Background: an optimization exercise with open tools, aiming at small area. Do not read the settings as production practice. Function was checked by simulation only, so behaviour that the tests miss may differ from the original. No activity file was given, so power comes from the tool's default toggle rates.

$ cat flow/config.mk
export PLATFORM = sky130hd
export DESIGN_NAME = inst_fetch_queue
export DESIGN_NICKNAME = inst_fetch_queue
export VERILOG_FILES = /design/flow/design.v
export SDC_FILE = /design/flow/constraint.sdc
export NUM_CORES = 4
export LEC_CHECK = 0
export CAP_MARGIN = 20
export CORE_MARGIN = 2
export CORE_UTILIZATION = 80
export SLEW_MARGIN = 20
$ cat flow/constraint.sdc
create_clock -name core_clock -period 5.5 [get_ports {clk_in}]
set_input_delay 1.1000 -clock core_clock [delete_from_list [all_inputs] [get_ports {clk_in}]]
set_output_delay 1.1000 -clock core_clock [all_outputs]
set_load 0.01 [all_outputs]
$ cat flow/design.v
package inst_fetch_queue_pkg;
  localparam int unsigned DATA_WIDTH = 32;
  localparam logic [6:0]  OPC_JAL    = 7'h6f;
  function automatic logic is_jal(input logic [DATA_WIDTH-1:0] inst);
    is_jal = inst[6:0] == OPC_JAL;
  endfunction
  function automatic logic [31:0] predict_npc(input logic [31:0]           pc,
                                              input logic [DATA_WIDTH-1:0] inst,
                                              input logic                  jal);
    logic        neg, step, run;
    logic [20:0] off;
    logic [21:0] lo;
    neg = jal & inst[31];
    off = jal ? {inst[31], inst[19:12], inst[20], inst[30:21], 1'b0} : 21'd4;
    lo  = {1'b0, pc[20:0]} + {1'b0, off};
    step = lo[21] ^ neg;
    run  = step;
    predict_npc[20:0] = lo[20:0];
    for (int i = 21; i < 32; i++) begin
      predict_npc[i] = pc[i] ^ run;
      run = run & (pc[i] ^ neg);
    end
  endfunction
endpackage
module fetch_fifo
#(
  parameter int unsigned Depth = 16
) (
  input  logic                                        clk_in,
  input  logic                                        rst_in,
  input  logic                                        clear_i,
  input  logic                                        enq_i,
  input  logic                                        deq_i,
  input  logic [inst_fetch_queue_pkg::DATA_WIDTH-1:0] enq_data_i,
  output logic                                        valid_o,
  output logic                                        full_o,
  output logic [inst_fetch_queue_pkg::DATA_WIDTH-1:0] head_o,
  output logic                                        head_jal_o
);
  localparam int unsigned W = inst_fetch_queue_pkg::DATA_WIDTH;
  localparam int unsigned PtrW = $clog2(Depth);
  logic [(Depth-1)*W-1:0] mem_q;     
  logic [W-1:0]           head_q;    
  logic                   head_jal_q;  
  logic [PtrW-1:0]        last_q;    
  logic                   valid_q;
  logic [Depth-1:0]       pos;       
  logic                   one_or_less;
  logic                   mem_enq;
  logic [W-1:0]           mem_out, head_d;
  always_comb begin
    for (int i = 0; i < Depth; i++) begin
      pos[i] = valid_q & (last_q == PtrW'(i));
    end
  end
  assign one_or_less = ~valid_q | (last_q == '0);
  assign mem_enq     = enq_i & valid_q & ~(deq_i & pos[0]);
  always_ff @(posedge clk_in) begin
    if (mem_enq) begin
      mem_q <= {mem_q[(Depth-2)*W-1:0], enq_data_i};
    end
  end
  always_comb begin
    mem_out = '0;
    for (int i = 0; i < Depth - 1; i++) begin
      mem_out = mem_out | (mem_q[i*W +: W] & {W{pos[i+1]}});
    end
  end
  assign head_d = mem_out | (enq_data_i & {W{one_or_less}});
  always_ff @(posedge clk_in) begin
    if (deq_i | (enq_i & ~valid_q)) begin
      head_q     <= head_d;
      head_jal_q <= inst_fetch_queue_pkg::is_jal(head_d);
    end
  end
  always_ff @(posedge clk_in or negedge rst_in) begin
    if (!rst_in) begin
      last_q  <= '0;
      valid_q <= 1'b0;
    end else if (clear_i) begin
      last_q  <= '0;
      valid_q <= 1'b0;
    end else if (enq_i & ~deq_i) begin
      last_q  <= valid_q ? last_q + PtrW'(1) : '0;
      valid_q <= 1'b1;
    end else if (deq_i & ~enq_i) begin
      last_q  <= last_q - PtrW'(1);
      valid_q <= last_q != '0;
    end
  end
  assign head_o     = head_q;
  assign head_jal_o = head_jal_q;
  assign valid_o = valid_q;
  assign full_o  = pos[Depth-1];
endmodule
module inst_fetch_queue
#(
  parameter int unsigned QUEUE_DEPTH = 16,
  parameter logic [31:0] RESET_PC    = 32'h0
) (
  input  logic                  clk_in,
  input  logic                  rst_in,
  input  logic                  rdy_in,
  output logic                  mem_req_valid,
  output logic [31:0]           mem_req_addr,
  input  logic                  mem_resp_valid,
  input  logic [inst_fetch_queue_pkg::DATA_WIDTH-1:0] mem_resp_data,
  output logic                  inst_valid,
  output logic [inst_fetch_queue_pkg::DATA_WIDTH-1:0] inst_out,
  output logic [31:0]           inst_pc_out,
  output logic [31:0]           inst_pred_pc_out,
  input  logic                  inst_deq,
  input  logic                  flush_in,
  input  logic [31:0]           flush_pc_in
);
  logic            wait_q;    
  logic            drop_q;    
  logic [31:0]     pc_q;      
  logic [31:0]     head_pc_q;
  logic            valid, full;
  logic            clear, enq, deq;
  logic [31:0]     npc, head_npc;
  logic [inst_fetch_queue_pkg::DATA_WIDTH-1:0] head;
  logic            head_jal;
  assign clear    = rdy_in & flush_in;
  assign enq      = rdy_in & wait_q & mem_resp_valid & ~flush_in;
  assign deq      = rdy_in & inst_deq & valid & ~flush_in;
  assign npc      = inst_fetch_queue_pkg::predict_npc(pc_q, mem_resp_data,
                                                    inst_fetch_queue_pkg::is_jal(mem_resp_data));
  assign head_npc = inst_fetch_queue_pkg::predict_npc(head_pc_q, head, head_jal);
  always_ff @(posedge clk_in or negedge rst_in) begin
    if (!rst_in) begin
      wait_q <= 1'b0;
      drop_q <= 1'b0;
    end else if (rdy_in) begin
      if (wait_q) begin
        wait_q <= ~flush_in & ~mem_resp_valid;
        drop_q <= flush_in & ~mem_resp_valid;
      end else if (drop_q) begin
        drop_q <= ~mem_resp_valid;
      end else begin
        wait_q <= ~flush_in & ~full;
      end
    end
  end
  always_ff @(posedge clk_in or negedge rst_in) begin
    if (!rst_in) begin
      pc_q <= RESET_PC;
    end else if (clear) begin
      pc_q <= flush_pc_in;
    end else if (enq) begin
      pc_q <= npc;
    end
  end
  always_ff @(posedge clk_in or negedge rst_in) begin
    if (!rst_in) begin
      head_pc_q <= RESET_PC;
    end else if (clear) begin
      head_pc_q <= flush_pc_in;
    end else if (deq) begin
      head_pc_q <= head_npc;
    end
  end
  fetch_fifo #(
    .Depth(QUEUE_DEPTH)
  ) u_fetch_fifo (
    .clk_in    (clk_in),
    .rst_in    (rst_in),
    .clear_i   (clear),
    .enq_i     (enq),
    .deq_i     (deq),
    .enq_data_i(mem_resp_data),
    .valid_o   (valid),
    .full_o    (full),
    .head_o    (head),
    .head_jal_o(head_jal)
  );
  assign mem_req_valid    = wait_q;
  assign mem_req_addr     = pc_q;
  assign inst_valid       = valid;
  assign inst_out         = head;
  assign inst_pc_out      = head_pc_q;
  assign inst_pred_pc_out = head_npc;
endmodule
$ cat flow/flow/run.sh
#!/bin/bash
# The standard layout (the standard.sh, standard synthesis unchanged), with two changes:
# the port buffers are the smallest buffer cell, and clock tree synthesis builds the tree from
# clkbuf_8 cells in small clusters and adds no dummy loads.
set -euo pipefail
bash standard.sh finish \
  "BUFFER_PORTS_ARGS=-buffer_cell sky130_fd_sc_hd__buf_1" \
  "CTS_ARGS=-sink_clustering_enable -repair_clock_nets -buf_list sky130_fd_sc_hd__clkbuf_8 -sink_clustering_size 20 -sink_clustering_max_diameter 50 -dont_use_dummy_load" \
  > standard.log 2>&1
$ cat flow/standard.sh
#!/bin/bash
# synth_recipe.tcl (not shown) runs the flow's synth.tcl, then flattens the netlist and writes it again
# the make line also repeats each setting of config.mk as NAME=value (left out here)
make -C /OpenROAD-flow-scripts/flow DESIGN_CONFIG=/design/flow/config.mk WORK_HOME=/design/flow/orfs CLKGATE_MAP_FILE= SYNTH_SCRIPT=/design/flow/synth_recipe.tcl "${@:-finish}"
==> qor.csv, run 1 <==
stage,metric,value,unit
route,wl_per_cell,28.7,microns
worst_setup_path,cp_max_fo,20,
route,wirelength,65.6,mm
power_and_ir_drop,cellPowerDensity,369,nW/um^2
final_layout,multi_input_area,7000,sq um
power_and_ir_drop,p_seq_share,55.1,%
yosys,synth.distinct_cells,76,
timing,slew-limit-headroom,25.5,%
final_layout,final_common_cell,edfxtp_1,
floorplan,die_w,179,microns
power_and_ir_drop,p_clk_share,20.5,%
clocking,cts_made_buffers,43,
clocking,cts_hold_repair.buffers,0,
power_and_ir_drop,power.switching,0.00312,W
placed_design,place_congestion,1.04,
final_layout,layout_common_cells,"513 x edfxtp_1, 198 x buf_1, 113 x nand2_1",
yosys,ys_seq_area_share,70.0,%
clocking,postCtsSetupBuffers,0,
worst_setup_path,slowest_delay,0.47,ns
timing,rsz0062_at_grt,no,
worst_setup_path,crit_path_end_kind,primary output,
timing,finalCritPeriodShare,95.7,%
global_route,grt_util_all_layers,40.7,%
final_layout,regArea,17200,sq um
clocking,htreeDepth,2,
route,ant_nets,0,
placed_design,io_buffers,199,
clocking,cts_num_sinks,583,
timing,clock.fmax,190,MHz
global_route,grt_pass1_vias,16100,
placed_design,dpl_worst_slack,0.781,ns
global_route,grt_pass1_wl,95.6,mm
floorplan,dieHeight,179,microns
worst_setup_path,path_class,reg -> out,
clocking,ctsRootBufferMaster,clkbuf_8,
worst_setup_path,worstPathRequired,4.40,ns
timing,finalHoldViolations,0,
status,outcome,finished clean,
power_and_ir_drop,p_leak,9.01,nW
floorplan,core,30300,sq um
final_layout,fillers,1335,
global_route,grt_max_degree,206,
yosys,yosys_warnings,2,
route,vias_per_cell,7.51,
timing,finalSetupTns,0,ns
yosys,syn-cell-area,24500,sq um
power_and_ir_drop,p_comb_share,24.4,%
timing,report.final.slew_viol_count,0,
job,max_cap_viol_count,0,
route,vias,17100,
placed_design,hpwl,41.2,mm
route,drtIter0Drc,2590,
power_and_ir_drop,p_int,0.00661,W
clocking,cts_resized,0,
worst_hold_path,min_path_type,reg -> reg,
yosys,syn_avg_cell_area,14.4,sq um
global_route,antenna_found_initial,3,
timing,fin_ws,0.237,ns
yosys,ys.flop_type,edfxtp_1,
floorplan,start_util,80.8,%
clocking,clock_latency,0.61,ns
yosys,synthArstFlopShare,12.0,%
worst_setup_path,cp_top_family,compound AO/OA/AOI/OAI gates,
timing,worst_pin_slew,1.12,ns
yosys,ys_ff_latch,583,
worst_setup_path,crit_buf_inv,2,
route,drcViolationCount,0,
floorplan,rows,64,
route,drtPass1Iterations,5,
clocking,cts_tree,done,
timing,finClkSkew,0.0655,ns
final_layout,synthToLayoutAreaGrowth,7.50,%
final_layout,nets,2004,
worst_setup_path,cp.arrival,4.16,ns
power_and_ir_drop,netSwitchingFraction,32.1,%
clocking,cts_max_path_buffers,3,
floorplan,ios,200,
timing,period_needed,5.26,ns
worst_setup_path,crit_path_start_kind,flip-flop,
power_and_ir_drop,vdd_drop_max,0.331,mV
worst_setup_path,path_cells,buf_4 > and2_1 > ha_1 > fa_1 > a21oi_2 > o211ai_2 > o221ai_2 > nand3_2 > a221oi_4 > mux2_2 > nor2_1 > xor2_1 > buf_1,
timing,setup_viol,0,
worst_setup_path,crit_path_top_delay_cell,fa_1,
clocking,path_clk_slew,0.12,ns
final_layout,drive_above_1_share,5.89,%
yosys,synth_edf_count,513,
global_route,grt_overflow_total,0,
yosys,syn_inst,1699,
floorplan,die_area,32100,sq um
Yosys cell counts (3+ instances only):
cell type / number / share of area, %
nor4_1: 5 / 0.13
buf_4: 3 / 0.092
or4_1: 8 / 0.24
nor3b_1: 9 / 0.28
o21bai_1: 7 / 0.21
or3_1: 13 / 0.33
nand2b_1: 9 / 0.23
dfrtp_1: 70 / 7.1
nand4_1: 39 / 0.99
a21oi_2: 3 / 0.11
nand2_1: 115 / 1.8
and3_1: 38 / 0.97
o211ai_1: 9 / 0.28
clkbuf_1: 76 / 1.2
a21o_1: 21 / 0.64
mux2_2: 4 / 0.18
and2_1: 28 / 0.71
a221oi_1: 85 / 3.0
nand3_1: 26 / 0.53
buf_1: 5 / 0.077
o22ai_1: 6 / 0.15
a31oi_1: 21 / 0.54
or2_2: 3 / 0.077
ha_1: 45 / 2.3
a21oi_1: 47 / 0.96
nor2_1: 95 / 1.5
inv_1: 16 / 0.24
o21a_1: 4 / 0.12
and2_0: 4 / 0.10
xnor2_1: 41 / 1.5
nor3_1: 23 / 0.47
nor2b_1: 4 / 0.10
xor2_1: 13 / 0.46
a22oi_1: 102 / 3.1
a211oi_1: 5 / 0.15
o21ai_0: 44 / 0.90
buf_2: 5 / 0.10
edfxtp_1: 513 / 63
a22o_1: 32 / 1.1
mux2i_1: 49 / 2.0
a221o_1: 10 / 0.41
metrics by stage:
stage               hold WS (ns)  util, %  total power (W)  cells  instance area (sq um)
CTS                        0.384     86.7          0.00963   2277                  26300
detailed placement         0.434     84.8          0.00769   2234                  25700
global route               0.392     86.9           0.0100   2282                  26400
floorplan                  0.425        -          0.00687   1699                  24600
finish                     0.382     86.9          0.00973   2284                  26400
global placement           0.428     84.8          0.00758   2234                  25700
sequential cells by signal, summed over array words and instances, names as in the netlist:
| register | flops |
|---|---|
| drop_q | 1 |
| u_fetch_fifo.head_q | 32 |
| u_fetch_fifo.head_jal_q | 1 |
| wait_q | 1 |
| pc_q | 31 |
| head_pc_q | 32 |
| u_fetch_fifo.valid_q | 1 |
| u_fetch_fifo.mem_q | 480 |
| u_fetch_fifo.last_q | 4 |
path summary, 6_finish.rpt:
path / from / to / cells past startpoint / slack [ns]
min: u_fetch_fifo.mem_q[67]$_DFFE_PP_ / u_fetch_fifo.mem_q[99]$_DFFE_PP_ / 0 / 0.38
max reg2reg: u_fetch_fifo.head_jal_q$_DFFE_PP_ / head_pc_q[25]$_DFFE_PN0P_ / 13 / 1.74
max: u_fetch_fifo.head_jal_q$_DFFE_PP_ / inst_pred_pc_out[27] / 13 / 0.24
max in group asynchronous: rst_in / u_fetch_fifo.last_q[2]$_DFFE_PN0P_ / 1 / 4.15
min reg2reg: u_fetch_fifo.mem_q[67]$_DFFE_PP_ / u_fetch_fifo.mem_q[99]$_DFFE_PP_ / 0 / 0.38
min in group asynchronous: rst_in / head_pc_q[24]$_DFFE_PN0P_ / 1 / 0.66
routing by layer:
layer / global-route usage (%) / routed length, microns / vias to the layer above
li1: - / - / 7066
met1: 57.2 / 22900 / 8222
met2: 64.3 / 30700 / 1633
met5: 0 / 13 / -
met3: 8.42 / 9420 / 221
met4: 15.3 / 2600 / 2
cell type report:
| cell class | count | area share [%] |
|---|---|---|
| Antenna cell | 3 | 0.0285 |
| Timing Repair Buffer | 235 | 3.97 |
| Sequential cell | 583 | 65.1 |
| Inverter | 18 | 0.256 |
| Clock buffer | 43 | 2.24 |
| Multi-Input combinational cell | 1006 | 26.5 |
| Tap cell | 396 | 1.88 |
kinds of logic after synthesis:
| logic type | synth area share [%] |
|---|---|
| flip-flops | 70.0 |
| AND/OR/NAND/NOR | 8.83 |
| AO/OA/AOI/OAI | 12.7 |
| buffers and inverters | 1.82 |
| multiplexers | 2.34 |
| XOR/XNOR | 1.93 |
| adder cells (fa/ha/maj) | 2.46 |
power by group through the flow:
stage                     Sequential, W  Combinational [W]  Clock [W]
after floorplan                 0.00541            0.00146          0
after detailed placement        0.00544            0.00225          0
after global routing            0.00538            0.00252    0.00212
final                           0.00536            0.00238    0.00199
after global placement          0.00542            0.00217          0
after CTS                       0.00535            0.00229    0.00199
==> run 2, diff against run 1 <==
--- a/flow/config.mk
+++ b/flow/config.mk
@@ -8,4 +8,4 @@
 export CAP_MARGIN = 20
 export CORE_MARGIN = 2
-export CORE_UTILIZATION = 80
+export CORE_UTILIZATION = 65
 export SLEW_MARGIN = 20
==> qor.csv, run 2 <==
stage,metric,value,unit,change
status,outcome,finished clean,,
worst_hold_path,hold_depth,0,,unchanged
global_route,antenna_found_initial,2,,-1
worst_setup_path,path_depth,12,,-1
timing,setup_viol,0,,unchanged
yosys,synth_top_area_share,62.8,%,unchanged
yosys,ys.flop_type,edfxtp_1,,
global_route,grt-busiest-layer,met2,,
global_route,grtUsageMet3,5.94,%,-2.5 points
timing,fin_ws,0.371,ns,+0.134 ns
yosys,synth.distinct_cells,76,,unchanged
placed_design,place_congestion,0.975,,-6.0%
timing,report.final.slew_viol_count,0,,unchanged
power_and_ir_drop,cellPowerDensity,365,nW/um^2,-1.1%
floorplan,die_area,39300,sq um,+23%
yosys,yosys_warnings,2,,unchanged
timing,clock.fmax,195,MHz,+2.6%
clocking,cts_max_path_buffers,3,,unchanged
clocking,cts_num_sinks,583,,unchanged
yosys,ys_seq_area_share,70.0,%,unchanged
worst_setup_path,crit_buf_inv,1,,-1
worst_setup_path,cp_max_fo,9,,-55%
power_and_ir_drop,p_clk_share,21.3,%,+0.8 points
worst_setup_path,path_cells,and2_1 > ha_1 > fa_1 > a21oi_2 > o211ai_2 > o221ai_2 > nand3_2 > a221oi_4 > mux2_4 > or2_1 > xnor2_1 > buf_1,,
clocking,htreeDepth,2,,unchanged
job,max_cap_viol_count,0,,unchanged
final_layout,drive_above_1_share,5.74,%,-0.15 points
route,drtPass1Iterations,7,,+2
power_and_ir_drop,netSwitchingFraction,31.4,%,-0.70 points
worst_setup_path,worstPathRequired,4.40,ns,about the same
worst_setup_path,cp.arrival,4.03,ns,-0.13 ns
placed_design,dpl_worst_slack,0.934,ns,+0.153 ns
floorplan,rows,71,,+11%
route,vias,16200,,-5.3%
clocking,cts_made_buffers,46,,+7.0%
final_layout,regMostFlops,u_fetch_fifo.mem_q,,
placed_design,hpwl,40.1,mm,-2.6%
clocking,postCtsSetupBuffers,0,,unchanged
power_and_ir_drop,p_comb_share,23.2,%,-1.2 points
route,drtIter0Drc,2022,,-22%
global_route,grtUsageMet1,47.9,%,-9.3 points
route,wirelength,63.3,mm,-3.6%
clocking,path_clk_slew,0.12,ns,about the same
yosys,synth_edf_count,513,,unchanged
power_and_ir_drop,vdd_drop_max,0.306,mV,-7.6%
yosys,yosys.area.top_type,edfxtp_1,,
yosys,synth_most_common_cell,edfxtp_1,,
route,wl_per_cell,26.4,microns,-8.1%
route,drcViolationCount,0,,unchanged
floorplan,start_util,65.6,%,-15 points
yosys,syn_inst,1699,,unchanged
yosys,syn-cell-area,24500,sq um,unchanged
global_route,grt_use_met2,48.6,%,-16 points
timing,period_needed,5.13,ns,-0.134 ns
clocking,cts_hold_repair.buffers,0,,unchanged
final_layout,fillers,2573,,+93%
clocking,ctsRootBufferMaster,clkbuf_8,,
yosys,ys_ff_latch,583,,unchanged
global_route,grt_overflow_total,0,,unchanged
clocking,cts_tree,done,,
final_layout,reg.largest.list,"u_fetch_fifo.mem_q x480, head_pc_q x32, u_fetch_fifo.head_q x32",,
global_route,grt_util_all_layers,32.3,%,-8.4 points
yosys,ys_top_cells_by_area,"edfxtp_1 63%, dfrtp_1 7.1%, a22oi_1 3.1%",,
final_layout,nets,2002,,-0.10%
power_and_ir_drop,p_int,0.00665,W,+0.53%
worst_setup_path,crit_path_start_kind,flip-flop,,
yosys,synth_common_cells,"513 x edfxtp_1, 115 x nand2_1, 102 x a22oi_1, 95 x nor2_1, 85 x a221oi_1",,
timing,finalSetupTns,0,ns,unchanged
worst_setup_path,cp_top_family,compound AO/OA/AOI/OAI gates,,
power_and_ir_drop,p_leak,9.01,nW,about the same
worst_setup_path,crit_path_end_kind,primary output,,
worst_setup_path,slowest_delay,0.53,ns,+0.06 ns
timing,worst_pin_slew,1.05,ns,-0.0628 ns
final_layout,largest_register_ffs,480,,unchanged
floorplan,dieHeight,198,microns,+11%
final_layout,layout_common_cells,"513 x edfxtp_1, 198 x buf_1, 113 x nand2_1",,
timing,slew-limit-headroom,29.7,%,+4.2 points
global_route,grt_max_degree,188,,-8.7%
timing,finalCritPeriodShare,93.3,%,-2.4 points
floorplan,core,37400,sq um,+23%
timing,finClkSkew,0.0914,ns,+0.0259 ns
final_layout,final_common_cell,edfxtp_1,,
yosys,syn_avg_cell_area,14.4,sq um,unchanged
route,ant_nets,0,,unchanged
yosys,synthArstFlopShare,12.0,%,unchanged
worst_setup_path,path_class,reg -> out,,
global_route,grt_pass1_vias,15300,,-5.2%
power_and_ir_drop,power.switching,0.00304,W,-2.7%
timing,finalHoldViolations,0,,unchanged
floorplan,die_w,198,microns,+11%
worst_hold_path,min_path_type,reg -> reg,,
timing,rsz0062_at_grt,no,,
placed_design,io_buffers,199,,unchanged
worst_setup_path,crit_path_top_delay_cell,a221oi_4,,
worst_setup_path,rr_worst_depth,11,,-2
final_layout,synthToLayoutAreaGrowth,8.18,%,
floorplan,ios,200,,unchanged
route,vias_per_cell,6.78,,-9.7%
clocking,clock_latency,0.68,ns,+0.07 ns
power_and_ir_drop,p_seq_share,55.4,%,+0.3 points
global_route,grt_pass1_wl,93.1,mm,-2.6%
clocking,cts_resized,0,,unchanged
## run 2: cells by family after synthesis
kind of cell / after synthesis / share of synthesized area, %
compound gates: 418 / 12.7
xor+xnor: 54 / 1.93
fa+ha+maj: 47 / 2.46
buf+inv: 110 / 1.82
flops: 583 / 70.0
mux: 55 / 2.34
simple gates: 432 / 8.83
## run 2: metal layers
metal  vias to the layer above  share of wire, %
met1                      8090                41
met3                       150                11
met2                       931                45
li1                       7064                 -
met5                         -             0.021
met4                         2               3.4
## run 2: layout make-up
class                   instances  area [sq um]  share of cell area [%]
diodes                          1          2.50                 0.00943
clock buffers                  46           633                    2.39
inverters                      18          67.6                   0.255
multi-input cells            1006          7010                    26.4
flip-flops and latches        583         17200                    64.7
well taps                     511           639                    2.41
repair buffers                230          1020                    3.85
## run 2: power by group through the flow
stage | sequential (W) | clock (W) | combinational, W
finish | 0.00537 | 0.00207 | 0.00225
global route | 0.00540 | 0.00224 | 0.00244
CTS | 0.00536 | 0.00211 | 0.00223
detailed placement | 0.00546 | 0 | 0.00223
global placement | 0.00545 | 0 | 0.00220
floorplan | 0.00541 | 0 | 0.00146
## run 2: worst register-to-register path, cell delays in order, from the launching register on
cell and delay [ns]:
edfxtp_1 0.39, and2_1 0.19, ha_1 0.22, fa_1 0.45
a21oi_2 0.18, o211ai_2 0.16, o221ai_2 0.22, nand3_2 0.16
a221oi_4 0.53, mux2_4 0.40, or4_1 0.51, nand4_1 0.11
## run 2: final timing paths
kind,startpoint,end,slack (ns)
setup / recovery,u_fetch_fifo.head_q[21]$_DFFE_PP_,inst_pred_pc_out[30],0.37
hold / removal,u_fetch_fifo.mem_q[221]$_DFFE_PP_,u_fetch_fifo.mem_q[253]$_DFFE_PP_,0.40
setup reg to reg,u_fetch_fifo.head_q[21]$_DFFE_PP_,head_pc_q[29]$_DFFE_PN0P_,1.92
hold reg to reg,u_fetch_fifo.mem_q[221]$_DFFE_PP_,u_fetch_fifo.mem_q[253]$_DFFE_PP_,0.40
max in group asynchronous,rst_in,u_fetch_fifo.last_q[2]$_DFFE_PN0P_,4.21
min in group asynchronous,rst_in,head_pc_q[7]$_DFFE_PN0P_,0.56
## run 2: per-stage QoR
step           power [W]  hold slack, ns  std cells  instance area [sq um]  utilization [%]
3_3_place_gp     0.00765           0.427       2348                  25900             69.2
5_1_grt           0.0101           0.397       2394                  26500             70.9
4_1_cts          0.00970           0.392       2394                  26500             70.9
3_5_place_dp     0.00769           0.434       2348                  25900             69.2
6_report         0.00968           0.396       2395                  26500             70.9
2_1_floorplan    0.00687           0.425       1699                  24600                -
==> run 3, diff against run 2 <==
--- a/flow/design.v
+++ b/flow/design.v
@@ -153,9 +153,7 @@
     end
   end
-  always_ff @(posedge clk_in or negedge rst_in) begin
-    if (!rst_in) begin
-      head_pc_q <= RESET_PC;
-    end else if (clear) begin
-      head_pc_q <= flush_pc_in;
+  always_ff @(posedge clk_in) begin
+    if (!valid) begin
+      head_pc_q <= pc_q;
     end else if (deq) begin
       head_pc_q <= head_npc;
--- a/flow/config.mk
+++ b/flow/config.mk
@@ -6,6 +6,6 @@
 export NUM_CORES = 4
 export LEC_CHECK = 0
-export CAP_MARGIN = 20
+export CAP_MARGIN = 5
 export CORE_MARGIN = 2
 export CORE_UTILIZATION = 65
-export SLEW_MARGIN = 20
+export SLEW_MARGIN = 5
==> qor.csv, run 3 <==
stage,metric,value,unit,change
yosys,syn_inst,1567,,-7.8%
yosys,synth_adder_area_share,2.51,%,+0.054 points
yosys,ys.flop_type,edfxtp_1,,
timing,finalSetupTns,0,ns,unchanged
yosys,syn_avg_cell_area,15.3,sq um,+6.1%
global_route,grt_overflow_total,0,,unchanged
global_route,grt_pass1_vias,14700,,-4.0%
floorplan,ios,200,,unchanged
yosys,synth_top_family_by_area,compound AO/OA/AOI/OAI gates,,
floorplan,dieHeight,196,microns,-1.1%
yosys,ys_seq_area_share,72.3,%,+2.3 points
worst_setup_path,slowest_delay,0.46,ns,-0.07 ns
route,wirelength,59.9,mm,-5.4%
power_and_ir_drop,p_leak,8.61,nW,-4.5%
timing,period_needed,5.25,ns,+0.116 ns
final_layout,synthToLayoutAreaGrowth,8.40,%,
clocking,cts_made_buffers,46,,unchanged
placed_design,hpwl,37.5,mm,-6.5%
worst_setup_path,crit_path_end_kind,primary output,,
timing,finClkSkew,0.128,ns,+0.0369 ns
route,wl_per_cell,26.8,microns,+1.6%
final_layout,diodes,0,,-1
yosys,synth_edf_count,545,,+6.2%
floorplan,die_w,196,microns,-1.1%
worst_setup_path,path_cells,and2_1 > ha_1 > fa_1 > a211oi_1 > o21ai_0 > nand4_1 > a21oi_1 > o31ai_4 > mux2i_1 > nand2_1 > xnor2_1 > buf_1,,
final_layout,regMostFlops,u_fetch_fifo.mem_q,,
yosys,yosys.area.top_type,edfxtp_1,,
timing,worst_pin_slew,1.09,ns,+0.0317 ns
worst_setup_path,cp.arrival,4.15,ns,+0.12 ns
floorplan,die_area,38500,sq um,-2.1%
timing,report.final.slew_viol_count,0,,unchanged
placed_design,place_congestion,0.942,,-3.4%
clocking,postCtsSetupBuffers,0,,unchanged
clocking,cts_hold_repair.buffers,0,,unchanged
timing,whs,0.400,ns,+0.00335 ns
final_layout,drive_above_1_share,8.00,%,+2.3 points
yosys,synthMuxAreaShare,1.64,%,-0.69 points
route,drcViolationCount,0,,unchanged
route,vias,15300,,-5.7%
clocking,ctsRootBufferMaster,clkbuf_8,,
power_and_ir_drop,power,0.00928,W,-4.1%
clocking,cts_max_path_buffers,3,,unchanged
route,drtIter0Drc,1828,,-9.6%
final_layout,layout_common_cells,"545 x edfxtp_1, 198 x buf_1, 83 x nand2_1",,
yosys,synth_most_common_cell,edfxtp_1,,
job,max_cap_viol_count,0,,unchanged
timing,rsz0062_at_grt,no,,
floorplan,start_util,65.7,%,+0.14 points
route,vias_per_cell,6.87,,+1.3%
floorplan,core,36500,sq um,-2.3%
placed_design,io_buffers,199,,unchanged
global_route,antenna_found_initial,0,,-2
yosys,yosys.area_share.simple,7.09,%,-1.7 points
final_layout,final_core_util,71.2,%,+0.30 points
clocking,cts_tree,done,,
global_route,grt_util_all_layers,31.1,%,-1.2 points
worst_setup_path,crit_path_start_kind,flip-flop,,
worst_setup_path,crit_path_top_delay_cell,edfxtp_1,,
yosys,synth_top_area_share,68.2,%,+5.4 points
yosys,syn-cell-area,24000,sq um,-2.1%
yosys,synthXorXnorAreaFrac,1.90,%,-0.031 points
timing,finalHoldViolations,0,,unchanged
route,drtPass1Iterations,8,,+1
timing,setup_viol,0,,unchanged
worst_setup_path,worstPathRequired,4.40,ns,about the same
yosys,synthArstFlopShare,6.68,%,-5.3 points
yosys,synth_compound_area_share,13.0,%,+0.36 points
worst_hold_path,min_path_type,reg -> reg,,
clocking,clock_latency,0.68,ns,about the same
power_and_ir_drop,vdd_drop_max,0.299,mV,-2.2%
worst_setup_path,cp_max_fo,5,,-4
timing,finalCritPeriodShare,95.4,%,+2.1 points
yosys,synth_common_cells,"545 x edfxtp_1, 85 x nand2_1, 80 x nand3_1, 69 x a22oi_1, 69 x clkbuf_1",,
global_route,grt_max_degree,186,,-1.1%
route,ant_nets,0,,unchanged
yosys,yosys_warnings,2,,unchanged
power_and_ir_drop,cellPowerDensity,357,nW/um^2,-2.2%
worst_setup_path,path_class,reg -> out,,
clocking,path_clk_slew,0.11,ns,about the same
timing,clock.fmax,191,MHz,-2.2%
clocking,cts_num_sinks,584,,+0.17%
clocking,cts_resized,0,,unchanged
timing,slew-limit-headroom,27.5,%,-2.2 points
status,outcome,finished clean,,
global_route,grt_pass1_wl,88.8,mm,-4.6%
floorplan,rows,70,,-1.4%
yosys,ys_ff_latch,584,,+0.17%
yosys,ys_top_cells_by_area,"edfxtp_1 68%, dfrtp_1 4.1%, a222oi_1 2.6%",,
yosys,synth.distinct_cells,68,,-11%
clocking,htreeDepth,2,,unchanged
final_layout,final_common_cell,edfxtp_1,,
final_layout,nets,1881,,-6.0%
final_layout,largest_register_ffs,480,,unchanged
==> run 3: final timing paths <==
check,start,endpoint,slack (ns),cells past startpoint
max,u_fetch_fifo.head_q[21]$_DFFE_PP_,inst_pred_pc_out[29],0.25,12
min,u_fetch_fifo.mem_q[337]$_DFFE_PP_,u_fetch_fifo.mem_q[369]$_DFFE_PP_,0.40,0
max reg2reg,u_fetch_fifo.head_q[21]$_DFFE_PP_,head_pc_q[29]$_DFFE_PN_,1.63,12
min reg2reg,u_fetch_fifo.mem_q[337]$_DFFE_PP_,u_fetch_fifo.mem_q[369]$_DFFE_PP_,0.40,0
max in group asynchronous,rst_in,pc_q[12]$_DFFE_PN0P_,4.17,1
min in group asynchronous,rst_in,u_fetch_fifo.last_q[1]$_DFFE_PN0P_,0.61,1
==> run 3: layer usage <==
layer / global-route usage [%] / routed length, microns
met4: 11.2 / 1810
met2: 48.5 / 27800
met5: 0 / 0
met1: 45.4 / 24000
met3: 4.80 / 6220
==> run 3: power by group <==
| group | leakage [nW] | switching (W) | total [W] | internal, W |
|---|---|---|---|---|
| clock | 0.331 | 0.00128 | 0.00203 | 0.000749 |
| combinational | 2.87 | 0.00118 | 0.00189 | 0.000709 |
| sequential | 5.41 | 0.000243 | 0.00537 | 0.00513 |
| total | 8.61 | 0.00270 | 0.00928 | 0.00658 |
==> run 3: logic make-up after synthesis <==
logic type	Yosys count
compound gates	400
xor+xnor	52
fa+ha+maj	47
buf+inv	99
flops	584
mux	36
simple gates	349
==> run 3: per-stage QoR <==
| stage | instance area (sq um) | worst slack [ns] | std cells |
|---|---|---|---|
| CTS | 26000 | 0.241 | 2230 |
| finish | 26000 | 0.255 | 2230 |
| global route | 26000 | 0.00417 | 2230 |
| global placement | 25400 | 0.736 | 2184 |
| floorplan | 24100 | -4.51 | 1567 |
| detailed placement | 25400 | 0.648 | 2184 |
==> run 3: layout make-up <==
type | instances | area, sq um
Clock buffer | 46 | 633
Fill cell | 2463 | 10500
Inverter | 18 | 67.6
Multi-Input combinational cell | 884 | 6370
Sequential cell | 584 | 17300
Tap cell | 468 | 586
Timing Repair Buffer | 230 | 1020
==> run 3: worst max-delay path: cells and delay by family, from the launching register on <==
kind	cells	cell delay, ns
buffers and inverters	1	0.18
xor gates and xnor gates	1	0.19
adders and majority gates	2	0.69
AOI/OAI and AO/OA	4	1.04
and+or+nand+nor	3	0.45
DFF	1	0.46
muxes	1	0.46
==> run 4, diff against run 3 <==
--- a/flow/config.mk
+++ b/flow/config.mk
@@ -6,6 +6,6 @@
 export NUM_CORES = 4
 export LEC_CHECK = 0
-export CAP_MARGIN = 5
+export CAP_MARGIN = 20
 export CORE_MARGIN = 2
 export CORE_UTILIZATION = 65
-export SLEW_MARGIN = 5
+export SLEW_MARGIN = 20
==> qor.csv, run 4 <==
stage,metric,value,unit,change
route,vias_per_cell,6.87,,about the same
floorplan,die_w,196,microns,unchanged
floorplan,dieHeight,196,microns,unchanged
placed_design,io_buffers,199,,unchanged
worst_setup_path,crit_path_start,u_fetch_fifo.head_q[21]$_DFFE_PP_,,
yosys,synth_common_cells,"545 x edfxtp_1, 85 x nand2_1, 80 x nand3_1, 69 x a22oi_1, 69 x clkbuf_1",,
final_layout,fillers,2463,,unchanged
power_and_ir_drop,p_seq_share,57.8,%,about the same
yosys,syn-cell-area,24000,sq um,unchanged
clocking,cts_num_sinks,584,,unchanged
global_route,grt_pass1_vias,14700,,unchanged
route,wl_per_cell,26.9,microns,+0.13%
worst_hold_path,min_path_type,reg -> reg,,
floorplan,die_area,38500,sq um,unchanged
final_layout,layout_common_cells,"545 x edfxtp_1, 198 x buf_1, 83 x nand2_1",,
clocking,clock_latency,0.68,ns,about the same
yosys,synth_edf_count,545,,unchanged
power_and_ir_drop,netSwitchingFraction,29.1,%,about the same
clocking,postCtsSetupBuffers,0,,unchanged
yosys,ys_ff_latch,584,,unchanged
timing,finClkSkew,0.129,ns,+0.000668 ns
final_layout,largest_register_ffs,480,,unchanged
worst_setup_path,crit_path_end_kind,primary output,,
final_layout,drive_above_1_share,8.00,%,unchanged
yosys,yosys.area.top_type,edfxtp_1,,
worst_setup_path,cp.arrival,4.14,ns,about the same
timing,finalCritPeriodShare,95.3,%,-0.11 points
final_layout,regMostFlops,u_fetch_fifo.mem_q,,
timing,slew-limit-headroom,28.1,%,+0.53 points
clocking,cts_hold_repair.buffers,0,,unchanged
route,vias,15300,,-0.033%
clocking,cts_tree,done,,
yosys,synth.distinct_cells,68,,unchanged
route,ant_nets,0,,unchanged
floorplan,rows,70,,unchanged
floorplan,start_util,65.7,%,unchanged
route,drtIter0Drc,1830,,+0.11%
global_route,antenna_found_initial,0,,unchanged
floorplan,ios,200,,unchanged
power_and_ir_drop,p_comb_share,20.3,%,about the same
timing,finalHoldViolations,0,,unchanged
clocking,htreeDepth,2,,unchanged
clocking,ctsRootBufferMaster,clkbuf_8,,
worst_setup_path,path_cells,and2_1 > ha_1 > fa_1 > a211oi_1 > o21ai_0 > nand4_1 > a21oi_1 > o31ai_4 > mux2i_1 > nand2_1 > xnor2_1 > buf_1,,
final_layout,nets,1881,,unchanged
timing,rsz0062_at_grt,no,,
final_layout,final_common_cell,edfxtp_1,,
yosys,yosys_warnings,2,,unchanged
power_and_ir_drop,power,0.00928,W,about the same
global_route,grt_overflow_total,0,,unchanged
clocking,cts_max_path_buffers,3,,unchanged
yosys,ys_seq_area_share,72.3,%,unchanged
final_layout,diodes,0,,unchanged
power_and_ir_drop,p_int,0.00658,W,about the same
worst_setup_path,crit_path_top_delay_cell,edfxtp_1,,
final_layout,stdcell_area,26000,sq um,unchanged
yosys,ys_top_cells_by_area,"edfxtp_1 68%, dfrtp_1 4.1%, a222oi_1 2.6%",,
global_route,grt_pass1_wl,88.8,mm,unchanged
route,wirelength,59.9,mm,+0.13%
global_route,grt_max_degree,186,,unchanged
worst_setup_path,rr_startpoint,u_fetch_fifo.head_q[21]$_DFFE_PP_,,
power_and_ir_drop,vdd_drop_max,0.298,mV,-0.21%
floorplan,core,36500,sq um,unchanged
worst_setup_path,crit_path_start_kind,flip-flop,,
timing,clock.fmax,191,MHz,+0.11%
power_and_ir_drop,cellPowerDensity,357,nW/um^2,about the same
power_and_ir_drop,p_clk_share,21.8,%,about the same
clocking,path_clk_slew,0.11,ns,about the same
yosys,synthArstFlopShare,6.68,%,unchanged
placed_design,placed_area,25400,sq um,unchanged
timing,worst_pin_slew,1.08,ns,-0.00793 ns
yosys,synth_most_common_cell,edfxtp_1,,
yosys,ys.flop_type,edfxtp_1,,
route,drtPass1Iterations,7,,-1
yosys,synth_top_area_share,68.2,%,unchanged
timing,period_needed,5.24,ns,-0.00591 ns
route,drcViolationCount,0,,unchanged
job,max_cap_viol_count,0,,unchanged
status,outcome,finished clean,,
clocking,cts_resized,0,,unchanged
worst_setup_path,slowest_delay,0.46,ns,about the same
worst_setup_path,cp_max_fo,5,,unchanged
final_layout,synthToLayoutAreaGrowth,8.40,%,unchanged
clocking,cts_made_buffers,46,,unchanged
worst_setup_path,path_class,reg -> out,,
power_and_ir_drop,power.switching,0.00270,W,about the same
worst_setup_path,worstPathRequired,4.40,ns,about the same
timing,report.final.slew_viol_count,0,,unchanged
power_and_ir_drop,p_leak,8.61,nW,about the same
placed_design,hpwl,37.5,mm,unchanged
worst_hold_path,hold_start,u_fetch_fifo.mem_q[337]$_DFFE_PP_,,
yosys,syn_inst,1567,,unchanged
yosys,syn_avg_cell_area,15.3,sq um,unchanged
placed_design,place_congestion,0.942,,unchanged
timing,setup_viol,0,,unchanged
global_route,grt_util_all_layers,31.1,%,unchanged
-- run 4: cell counts after synthesis --
Identical to the previous run, type by type.
-- run 4: cells by family after synthesis --
logic type | count (synthesis) | share of synthesized area, %
buffers and inverters | 99 | 1.57
AND/OR/NAND/NOR | 349 | 7.09
flip-flops | 584 | 72.3
XOR/XNOR | 52 | 1.90
multiplexers | 36 | 1.64
adder cells (fa/ha/maj) | 47 | 2.51
AO/OA/AOI/OAI | 400 | 13.0
-- run 4: path summary, 6_finish.rpt --
path,end,slack [ns],cells past startpoint
worst max register to register,head_pc_q[30]$_DFFE_PN_,1.64,12
worst min-delay path,u_fetch_fifo.mem_q[369]$_DFFE_PP_,0.40,0
min in group asynchronous,u_fetch_fifo.last_q[1]$_DFFE_PN0P_,0.58,1
worst max-delay path,inst_pred_pc_out[29],0.26,12
worst min register to register,u_fetch_fifo.mem_q[369]$_DFFE_PP_,0.40,0
max in group asynchronous,pc_q[12]$_DFFE_PN0P_,4.26,1
-- run 4: stage by stage --
step | hold slack [ns] | TNS (ns) | utilization, % | setup slack, ns | std cells
finish | 0.405 | 0 | 71.2 | 0.261 | 2230
global route | 0.406 | 0 | 71.2 | 0.00417 | 2230
CTS | 0.401 | 0 | 71.2 | 0.241 | 2230
detailed placement | 0.434 | 0 | 69.5 | 0.648 | 2184
global placement | 0.427 | 0 | 69.5 | 0.736 | 2184
floorplan | 0.425 | -2164.12 | - | -4.51 | 1567
-- run 4: critical path, delay by kind of cell, from the launching register on --
kind            cells  cell delay (ns)
compound gates      4             1.04
xor+xnor            1             0.19
fa+ha+maj           2             0.69
buf+inv             1             0.18
flops               1             0.46
mux                 1             0.46
simple gates        3             0.45
-- run 4: final cells by class --
| cell class | count | area (sq um) | share of cell area, % |
|---|---|---|---|
| Sequential cell | 584 | 17300 | 66.7 |
| Multi-Input combinational cell | 884 | 6370 | 24.5 |
| Timing Repair Buffer | 230 | 1020 | 3.91 |
| Clock buffer | 46 | 633 | 2.43 |
| Tap cell | 468 | 586 | 2.25 |
| Inverter | 18 | 67.6 | 0.260 |
-- run 4: power groups by stage --
stage	sequential, W	clock (W)	combinational, W
finish	0.00537	0.00203	0.00189
global route	0.00540	0.00221	0.00205
CTS	0.00537	0.00207	0.00187
detailed placement	0.00546	0	0.00186
global placement	0.00546	0	0.00184
floorplan	0.00547	0	0.00119
-- run 4: routing by layer --
layer / vias to the layer above / part of all wire, % / track usage, %
met2: 930 / 47 / 48.5
met4: 0 / 2.9 / 11.2
met3: 106 / 10 / 4.80
met5: - / 0 / 0
met1: 7588 / 40 / 45.4
li1: 6690 / - / -
==> run 5, diff against run 4 <==
==> flow/flow/run.sh (replaced) <==
#!/bin/bash
# The standard layout (the standard.sh, standard synthesis unchanged), with two changes:
# the port buffers are the smallest buffer cell, and clock tree synthesis builds the tree from
# clkbuf_8 cells in small clusters and adds no dummy loads; the buffers that synthesis added are
# removed before the floorplan (the later repair steps buffer as needed).
set -euo pipefail
bash standard.sh finish \
  "BUFFER_PORTS_ARGS=-buffer_cell sky130_fd_sc_hd__buf_1" \
  "CTS_ARGS=-sink_clustering_enable -repair_clock_nets -buf_list sky130_fd_sc_hd__clkbuf_8 -sink_clustering_size 20 -sink_clustering_max_diameter 50 -dont_use_dummy_load" \
  "REMOVE_ABC_BUFFERS=1" \
  > standard.log 2>&1
==> qor.csv, run 5 <==
stage,metric,value,unit,change
status,outcome,finished clean,,
clocking,cts_num_sinks,584,,unchanged
route,vias,15600,,+2.0%
global_route,grt_overflow_total,0,,unchanged
worst_setup_path,worstPathRequired,4.40,ns,about the same
timing,worst_pin_slew,1.01,ns,-0.0687 ns
floorplan,rows,70,,unchanged
final_layout,regMostFlops,u_fetch_fifo.mem_q,,
clocking,postCtsSetupBuffers,0,,unchanged
yosys,synth_edf_count,545,,unchanged
power_and_ir_drop,vdd_drop_max,0.274,mV,-8.0%
yosys,ys.flop_type,edfxtp_1,,
floorplan,core,36500,sq um,unchanged
global_route,grt_max_degree,95,,-49%
final_layout,drive_above_1_share,8.47,%,+0.47 points
yosys,yosys_warnings,2,,unchanged
route,wl_per_cell,28.2,microns,+4.8%
worst_hold_path,hold_depth,0,,unchanged
yosys,synth_top_area_share,68.2,%,unchanged
yosys,ys_seq_area_share,72.3,%,unchanged
worst_setup_path,cp.arrival,4.14,ns,about the same
timing,finalSetupTns,0,ns,unchanged
route,wl_met3,6.21,mm,+1.8%
worst_hold_path,hold_end,u_fetch_fifo.mem_q[344]$_DFFE_PP_,,
yosys,ys_top_cells_by_area,"edfxtp_1 68%, dfrtp_1 4.1%, a222oi_1 2.6%",,
route,vias_per_cell,6.98,,+1.6%
final_layout,synthToLayoutAreaGrowth,8.60,%,
clocking,cts_max_path_buffers,3,,unchanged
timing,period_needed,5.24,ns,-0.000142 ns
global_route,grt_pass1_vias,15000,,+2.0%
timing,rsz0062_at_grt,no,,
clocking,cts_tree,done,,
route,drcViolationCount,0,,unchanged
yosys,syn_inst,1567,,unchanged
worst_setup_path,crit_path_end_kind,primary output,,
placed_design,place_congestion,0.893,,-5.2%
timing,finClkSkew,0.0901,ns,-0.0389 ns
route,wirelength_met1,25.3,mm,+4.6%
worst_setup_path,r2r_setup_slack,1.69,ns,+0.05 ns
yosys,ys_ff_latch,584,,unchanged
worst_setup_path,cp_max_fo,5,,unchanged
timing,fin_ws,0.261,ns,+0.000142 ns
yosys,syn_avg_cell_area,15.3,sq um,unchanged
clocking,ctsRootBufferMaster,clkbuf_8,,
job,max_cap_viol_count,0,,unchanged
final_layout,fin_cells,2240,,+0.45%
clocking,cts_made_buffers,44,,-4.3%
yosys,syn-cell-area,24000,sq um,unchanged
route,drtIter0Drc,2077,,+13%
worst_setup_path,rr_startpoint,u_fetch_fifo.head_q[21]$_DFFE_PP_,,
yosys,yosys.area.top_type,edfxtp_1,,
timing,slew-limit-headroom,32.6,%,+4.5 points
placed_design,placed_area,25500,sq um,+0.27%
route,ant_nets,0,,unchanged
worst_setup_path,reg2reg_to,head_pc_q[30]$_DFFE_PN_,,
worst_setup_path,path_class,reg -> out,,
clocking,cts_hold_repair.buffers,0,,unchanged
floorplan,dieHeight,196,microns,unchanged
worst_setup_path,crit_path_start_kind,flip-flop,,
floorplan,start_util,65.7,%,unchanged
timing,finalHoldViolations,0,,unchanged
final_layout,regArea,17300,sq um,unchanged
yosys,synth.distinct_cells,68,,unchanged
timing,finalCritPeriodShare,95.3,%,about the same
clocking,path_clk_slew,0.12,ns,about the same
final_layout,multi_input_area,6350,sq um,-0.37%
final_layout,layout_common_cells,"545 x edfxtp_1, 198 x buf_1, 84 x nand2_1",,
final_layout,largest_register_ffs,480,,unchanged
placed_design,place_inst,2195,,+0.50%
clocking,htreeDepth,2,,unchanged
timing,setup_viol,0,,unchanged
worst_setup_path,rr_worst_depth,12,,unchanged
yosys,synth_common_cells,"545 x edfxtp_1, 85 x nand2_1, 80 x nand3_1, 69 x a22oi_1, 69 x clkbuf_1",,
global_route,antenna_found_initial,2,,+2
timing,clock.fmax,191,MHz,about the same
yosys,synth_most_common_cell,edfxtp_1,,
final_layout,final_common_cell,edfxtp_1,,
route,wl_met2,29.3,mm,+5.0%
placed_design,dpl_worst_slack,0.568,ns,-0.0799 ns
timing,report.final.slew_viol_count,0,,unchanged
final_layout,stdcell_area,26100,sq um,+0.18%
route,drtPass1Iterations,9,,+2
clocking,cts_resized,0,,unchanged
floorplan,die_area,38500,sq um,unchanged
clocking,clock_latency,0.65,ns,-0.03 ns
route,dr.max_layer_used,met4,,
final_layout,fillers,2458,,-0.20%
worst_hold_path,min_path_type,reg -> reg,,
floorplan,ios,200,,unchanged
global_route,grt_pass1_wl,92.6,mm,+4.4%
final_layout,nets,1890,,+0.48%
worst_hold_path,hold_start,u_fetch_fifo.mem_q[312]$_DFFE_PP_,,
power_and_ir_drop,p_leak,8.63,nW,+0.33%
power_and_ir_drop,cellPowerDensity,359,nW/um^2,+0.48%
placed_design,io_buffers,199,,unchanged
global_route,grt_util_all_layers,32.9,%,+1.8 points
placed_design,hpwl,40.9,mm,+9.1%
floorplan,die_w,196,microns,unchanged
route,wirelength,63.1,mm,+5.3%
yosys,synthArstFlopShare,6.68,%,unchanged
## run 5: cell counts after synthesis
Identical to the previous run, type by type.
## run 5: kinds of logic (layout without fill, tap and decap cells)
family / count (synthesis) / count (layout) / synth area share (%)
fa+ha+maj: 47 / 47 / 2.51
flops: 584 / 584 / 72.3
compound gates: 400 / 400 / 13.0
other cells: 0 / 1 / 0
buf+inv: 99 / 303 / 1.57
mux: 36 / 36 / 1.64
simple gates: 349 / 349 / 7.09
xor+xnor: 52 / 52 / 1.90
## run 5: layout make-up
| type | instances | area share [%] |
|---|---|---|
| antenna | 1 | 0.00960 |
| clock buffer | 44 | 2.32 |
| inverter | 18 | 0.259 |
| multi-input combinational | 884 | 24.3 |
| sequential | 584 | 66.5 |
| tap | 468 | 2.25 |
| timing repair buffer | 241 | 4.27 |
## run 5: metrics by stage
stage	utilization, %	hold slack (ns)	total power [W]
2_1_floorplan	-	0.425	0.00668
3_3_place_gp	69.7	0.429	0.00736
3_5_place_dp	69.7	0.432	0.00740
4_1_cts	71.3	0.412	0.00936
5_1_grt	71.4	0.425	0.00971
6_report	71.4	0.412	0.00934
## run 5: critical path, stage by stage (launching register included)
cell	delay, ns
edfxtp_1	0.37
and2_1	0.17
ha_1	0.23
fa_1	0.48
a211oi_1	0.38
o21ai_1	0.27
nand4_1	0.17
a21oi_1	0.14
o31ai_4	0.43
mux2i_2	0.40
nand2_1	0.11
xnor2_1	0.21
buf_1	0.17
## run 5: metal layers
metal  vias up  track usage [%]
met5         -                0
met4         0             14.1
met3       140             5.48
met2       944             51.2
met1      7829             46.9
li1       6711                -
## run 5: worst max-delay path by stage
stage,endpoint,start
3_5_place_dp,pc_q[29]$_DFFE_PN0P_,mem_resp_data[0]
5_1_grt,inst_pred_pc_out[31],u_fetch_fifo.head_q[21]$_DFFE_PP_
2_1_floorplan,u_fetch_fifo.mem_q[0]$_DFFE_PP_,u_fetch_fifo.valid_q$_DFFE_PN0P_
4_1_cts,inst_pred_pc_out[31],u_fetch_fifo.head_q[21]$_DFFE_PP_
3_3_place_gp,pc_q[29]$_DFFE_PN0P_,mem_resp_data[0]
6_report,inst_pred_pc_out[31],u_fetch_fifo.head_q[21]$_DFFE_PP_
## run 5: power by group
group	total, W	internal, W	switching, W
sequential	0.00537	0.00512	0.000250
clock	0.00201	0.000719	0.00129
combinational	0.00196	0.000712	0.00125
==> run 6, diff against run 5 <==
--- a/flow/design.v
+++ b/flow/design.v
@@ -153,7 +153,9 @@
     end
   end
-  always_ff @(posedge clk_in) begin
-    if (!valid) begin
-      head_pc_q <= pc_q;
+  always_ff @(posedge clk_in or negedge rst_in) begin
+    if (!rst_in) begin
+      head_pc_q <= RESET_PC;
+    end else if (clear) begin
+      head_pc_q <= flush_pc_in;
     end else if (deq) begin
       head_pc_q <= head_npc;
==> flow/flow/run.sh (replaced) <==
#!/bin/bash
# The standard layout (the standard.sh, standard synthesis unchanged), with these changes:
# the port buffers are the smallest buffer cell; clock tree synthesis builds the tree from
# clkbuf_8 cells in small clusters and adds no dummy loads; after global routing, gates off the
# critical paths are sized down.
set -euo pipefail
bash standard.sh finish \
  "BUFFER_PORTS_ARGS=-buffer_cell sky130_fd_sc_hd__buf_1" \
  "CTS_ARGS=-sink_clustering_enable -repair_clock_nets -buf_list sky130_fd_sc_hd__clkbuf_8 -sink_clustering_size 20 -sink_clustering_max_diameter 50 -dont_use_dummy_load" \
  "RECOVER_POWER=100" \
  > standard.log 2>&1
==> qor.csv, run 6 <==
stage,metric,value,unit,change
timing,rsz0062_at_grt,no,,
floorplan,core,37400,sq um,+2.4%
power_and_ir_drop,p_leak,8.96,nW,+3.8%
timing,finalHoldViolations,0,,unchanged
clocking,ctsRootBufferMaster,clkbuf_8,,
clocking,postCtsSetupBuffers,0,,unchanged
final_layout,fillers,2590,,+5.4%
clocking,cts_hold_repair.buffers,0,,unchanged
final_layout,regMostFlops,u_fetch_fifo.mem_q,,
yosys,ys_ff_latch,583,,-0.17%
worst_setup_path,path_class,reg -> reg,,
timing,setup_viol,0,,unchanged
yosys,syn-cell-area,24500,sq um,+2.2%
yosys,synthArstFlopShare,12.0,%,+5.3 points
route,wl_per_cell,26.5,microns,-6.0%
yosys,ys.flop_type,edfxtp_1,,
worst_setup_path,crit_path_start,u_fetch_fifo.last_q[2]$_DFFE_PN0P_,,
floorplan,ios,200,,unchanged
worst_setup_path,rr_worst_depth,8,,-4
final_layout,nets,2002,,+5.9%
worst_setup_path,slowest_delay,1.66,ns,+1.18 ns
timing,whs,0.395,ns,-0.0173 ns
route,vias,16200,,+3.4%
final_layout,largest_register_ffs,480,,unchanged
floorplan,die_area,39300,sq um,+2.1%
clocking,cts_num_sinks,583,,-0.17%
placed_design,hpwl,40.1,mm,-2.0%
clocking,clock_latency,0.68,ns,+0.03 ns
timing,clock.fmax,194,MHz,+1.5%
final_layout,regArea,17200,sq um,-1.1%
global_route,grt_overflow_total,0,,unchanged
final_layout,final_common_cell,edfxtp_1,,
global_route,antenna_found_initial,2,,unchanged
floorplan,start_util,65.6,%,-0.14 points
yosys,synth_most_common_cell,edfxtp_1,,
final_layout,multi_input_area,6960,sq um,+9.7%
yosys,synth_edf_count,513,,-5.9%
yosys,yosys.area.top_type,edfxtp_1,,
yosys,synth_common_cells,"513 x edfxtp_1, 115 x nand2_1, 102 x a22oi_1, 95 x nor2_1, 85 x a221oi_1",,
timing,report.final.slew_viol_count,685,,+685
clocking,path_clk_slew,0.11,ns,about the same
timing,period_needed,5.16,ns,-0.0785 ns
worst_setup_path,cp_max_fo,30,,+25
timing,fin_ws,0.339,ns,+0.0785 ns
worst_setup_path,rr_startpoint,u_fetch_fifo.last_q[2]$_DFFE_PN0P_,,
placed_design,place_congestion,0.975,,+9.2%
worst_setup_path,crit_path_start_kind,flip-flop,,
timing,worst_pin_slew,4.02,ns,+3.01 ns
route,ant_nets,0,,unchanged
worst_setup_path,path_cells,clkbuf_1 > and3_1 > a22o_1 > a221oi_1 > and3_1 > nand4_1 > and3b_1 > and4b_1,,
clocking,htreeDepth,2,,unchanged
worst_setup_path,cp_top_family,flip-flops,,
global_route,grt_util_all_layers,32.3,%,-0.58 points
route,drtPass1Iterations,6,,-3
worst_setup_path,cp.arrival,5.59,ns,+1.45 ns
yosys,syn_inst,1699,,+8.4%
route,vias_per_cell,6.75,,-3.3%
timing,slew-limit-headroom,-168,%,-200 points
final_layout,layout_common_cells,"513 x edfxtp_1, 181 x buf_1, 113 x nand2_1",,
global_route,grt_pass1_wl,93.1,mm,+0.46%
status,check-failures,"capacitance limit, slew limit",,
timing,finClkSkew,0.0883,ns,-0.00179 ns
final_layout,drive_above_1_share,4.78,%,-3.7 points
worst_hold_path,min_path_type,reg -> reg,,
worst_setup_path,crit_path_end_kind,flip-flop,,
power_and_ir_drop,cellPowerDensity,367,nW/um^2,+2.3%
route,wirelength,63.4,mm,+0.49%
worst_hold_path,hold_depth,0,,unchanged
placed_design,placed_area,25900,sq um,+1.7%
clocking,cts_tree,done,,
global_route,grt_pass1_vias,15300,,+2.1%
yosys,synth_top_area_share,62.8,%,-5.4 points
job,max_cap_viol_count,9,,+9
final_layout,reg.largest.list,"u_fetch_fifo.mem_q x480, head_pc_q x32, u_fetch_fifo.head_q x32",,
worst_setup_path,crit_end,u_fetch_fifo.head_jal_q$_DFFE_PP_,,
floorplan,rows,71,,+1.4%
timing,finalCritPeriodShare,93.8,%,-1.4 points
yosys,synth.distinct_cells,76,,+12%
power_and_ir_drop,vdd_drop_max,0.304,mV,+11%
worst_setup_path,reg2reg_to,u_fetch_fifo.head_jal_q$_DFFE_PP_,,
floorplan,die_w,198,microns,+1.1%
worst_setup_path,critical_path.most_common_cell,and3_1,,
final_layout,stdcell_area,26400,sq um,+1.3%
route,drtIter0Drc,1975,,-4.9%
yosys,syn_avg_cell_area,14.4,sq um,-5.8%
worst_setup_path,crit_path_top_delay_cell,dfrtp_1,,
route,drcViolationCount,0,,unchanged
clocking,cts_made_buffers,46,,+4.5%
worst_setup_path,path_depth,8,,-4
yosys,ys_seq_area_share,70.0,%,-2.3 points
clocking,cts_max_path_buffers,3,,unchanged
final_layout,synthToLayoutAreaGrowth,7.69,%,
placed_design,dpl_worst_slack,0.934,ns,+0.366 ns
worst_setup_path,worstPathRequired,5.93,ns,+1.53 ns
global_route,grt_max_degree,188,,+98%
worst_setup_path,r2r_setup_slack,0.34,ns,-1.35 ns
floorplan,dieHeight,198,microns,+1.1%
worst_setup_path,crit_buf_inv,1,,unchanged
yosys,ys_top_cells_by_area,"edfxtp_1 63%, dfrtp_1 7.1%, a22oi_1 3.1%",,
yosys,yosys_warnings,2,,unchanged
placed_design,io_buffers,199,,unchanged
clocking,cts_resized,0,,unchanged
status,outcome,"complete, but fails checks",,
-- run 6: how the worst min path moves through the flow --
stage / start / to
5_1_grt: u_fetch_fifo.mem_q[221]$_DFFE_PP_ / u_fetch_fifo.mem_q[253]$_DFFE_PP_
2_1_floorplan: u_fetch_fifo.mem_q[293]$_DFFE_PP_ / u_fetch_fifo.mem_q[325]$_DFFE_PP_
6_report: u_fetch_fifo.mem_q[221]$_DFFE_PP_ / u_fetch_fifo.mem_q[253]$_DFFE_PP_
3_3_place_gp: u_fetch_fifo.mem_q[233]$_DFFE_PP_ / u_fetch_fifo.mem_q[265]$_DFFE_PP_
3_5_place_dp: u_fetch_fifo.mem_q[67]$_DFFE_PP_ / u_fetch_fifo.mem_q[99]$_DFFE_PP_
4_1_cts: u_fetch_fifo.mem_q[221]$_DFFE_PP_ / u_fetch_fifo.mem_q[253]$_DFFE_PP_
-- run 6: layout make-up --
| type | count | area share [%] |
|---|---|---|
| inverters | 18 | 0.256 |
| diodes | 1 | 0.00948 |
| flip-flops and latches | 583 | 65.0 |
| multi-input cells | 1006 | 26.4 |
| clock buffers | 46 | 2.40 |
| well taps | 511 | 2.42 |
| repair buffers | 230 | 3.59 |
-- run 6: through the flow --
step	cells	utilization [%]	TNS, ns	total power [W]
2_1_floorplan	1699	-	-2383.47	0.00687
3_3_place_gp	2348	69.2	0	0.00765
3_5_place_dp	2348	69.2	0	0.00769
4_1_cts	2394	70.9	0	0.00970
5_1_grt	2394	70.6	0	0.0101
6_report	2395	70.6	0	0.00969
-- run 6: kinds of logic after synthesis --
logic type	synth area share (%)
simple gates	8.83
mux	2.34
fa+ha+maj	2.46
flops	70.0
xor+xnor	1.93
compound gates	12.7
buf+inv	1.82
-- run 6: per-layer routing --
layer,vias up,wire length (microns),GRT usage [%]
li1,7059,-,-
met1,8103,26000,47.9
met2,874,28900,48.6
met3,123,6600,5.94
met4,2,1900,11.6
met5,-,13,0
-- run 6: power breakdown --
group	switching, W	leakage [nW]	total (W)	internal [W]
registers	0.000294	5.44	0.00538	0.00508
clock network	0.00132	0.331	0.00207	0.000749
logic	0.00142	3.19	0.00224	0.000823
==> run 7, diff against run 6 <==
--- a/flow/design.v
+++ b/flow/design.v
@@ -153,9 +153,7 @@
     end
   end
-  always_ff @(posedge clk_in or negedge rst_in) begin
-    if (!rst_in) begin
-      head_pc_q <= RESET_PC;
-    end else if (clear) begin
-      head_pc_q <= flush_pc_in;
+  always_ff @(posedge clk_in) begin
+    if (!valid) begin
+      head_pc_q <= pc_q;
     end else if (deq) begin
       head_pc_q <= head_npc;
==> flow/flow/run.sh (replaced) <==
#!/bin/bash
# The standard layout (the standard.sh, standard synthesis unchanged), with these changes:
# the port buffers are the smallest buffer cell; clock tree synthesis builds the tree from
# clkbuf_8 cells in small clusters and adds no dummy loads; before the floorplan, the logic
# between the flip-flops is remapped for area (flow/restructure.tcl).
set -euo pipefail
bash standard.sh finish \
  "BUFFER_PORTS_ARGS=-buffer_cell sky130_fd_sc_hd__buf_1" \
  "CTS_ARGS=-sink_clustering_enable -repair_clock_nets -buf_list sky130_fd_sc_hd__clkbuf_8 -sink_clustering_size 20 -sink_clustering_max_diameter 50 -dont_use_dummy_load" \
  "PRE_FLOORPLAN_TCL=$PWD/flow/restructure.tcl" \
  > standard.log 2>&1
==> flow/flow/restructure.tcl (new file) <==
set_dont_use $::env(DONT_USE_CELLS)
set rmp_dir $::env(OBJECTS_DIR)/rmp
file mkdir $rmp_dir
report_design_area
restructure -target area \
  -liberty_file [lindex $::env(LIB_FILES) 0] \
  -tielo_port sky130_fd_sc_hd__conb_1/LO -tiehi_port sky130_fd_sc_hd__conb_1/HI \
  -work_dir $rmp_dir -abc_logfile $rmp_dir/abc.log
report_design_area
==> qor.csv, run 7 <==
stage,metric,value,unit,change
status,outcome,did not finish,,
yosys,syn_inst,1437,,-15%
yosys,yosys_warnings,2,,unchanged
floorplan,die_w,192,microns,-3.3%
yosys,syn-cell-area,22900,sq um,-6.6%
yosys,syn_avg_cell_area,15.9,sq um,+10%
floorplan,rows,68,,-4.2%
status,haltStage,floorplan (2_1_floorplan),,
floorplan,dieHeight,192,microns,-3.3%
status,error_line,[ERROR EST-0104] inconsistent parasitics state,,
floorplan,start_util,66.2,%,+0.59 points
==> run 8, diff against run 7 <==
--- a/flow/flow/run.sh
+++ b/flow/flow/run.sh
@@ -8,4 +8,4 @@
   "BUFFER_PORTS_ARGS=-buffer_cell sky130_fd_sc_hd__buf_1" \
   "CTS_ARGS=-sink_clustering_enable -repair_clock_nets -buf_list sky130_fd_sc_hd__clkbuf_8 -sink_clustering_size 20 -sink_clustering_max_diameter 50 -dont_use_dummy_load" \
-  "PRE_FLOORPLAN_TCL=$PWD/flow/restructure.tcl" \
+  "PRE_FLOORPLAN_TCL=$PWD/flow/restructure.tcl" "REMOVE_ABC_BUFFERS=1" \
   > standard.log 2>&1
==> qor.csv, run 8 <==
stage,metric,value,unit,change
status,outcome,did not finish,,
status,haltStage,floorplan (2_1_floorplan),,
status,error_line,[ERROR EST-0104] inconsistent parasitics state,,
yosys,syn_inst,1437,,unchanged
floorplan,start_util,66.2,%,unchanged
floorplan,dieHeight,192,microns,unchanged
yosys,syn_avg_cell_area,15.9,sq um,unchanged
floorplan,die_w,192,microns,unchanged
yosys,syn-cell-area,22900,sq um,unchanged
yosys,yosys_warnings,2,,unchanged
floorplan,rows,68,,unchanged

-- static timing again, ports no longer ideal --
The flow's constraints put no driver on any port. The routed layouts listed below were extracted and timed again, unchanged, in two steps. Step 1, drivers: a clkbuf_16 drives clk_in and a buf_2 each remaining input, both assumed. Step 2 also shifts input and output timing later by t, the mid clock arrival at the registers, as if the neighbouring blocks saw the same clock. a / b / c = no drivers / after step 1 / after step 2; a / b = the first two.
run	t (ns)	setup WS [ns]	worst register clock-pin slew, ns
run 1	0.624	0.237 / 0.188 / 0.761	0.12 / 0.12
run 2	0.689	0.371 / 0.316 / 0.847	0.12 / 0.12
run 3	0.667	0.255 / 0.203 / 0.597	0.12 / 0.12
run 4	0.668	0.261 / 0.209 / 0.592	0.12 / 0.12
run 5	0.653	0.261 / 0.209 / 0.527	0.12 / 0.12
run 6	0.690	0.339 / 0.284 / -0.159	0.12 / 0.12
The setup slack of run 6, which loses most, moves by -0.055 ns with the drivers and by -0.498 ns with both steps.
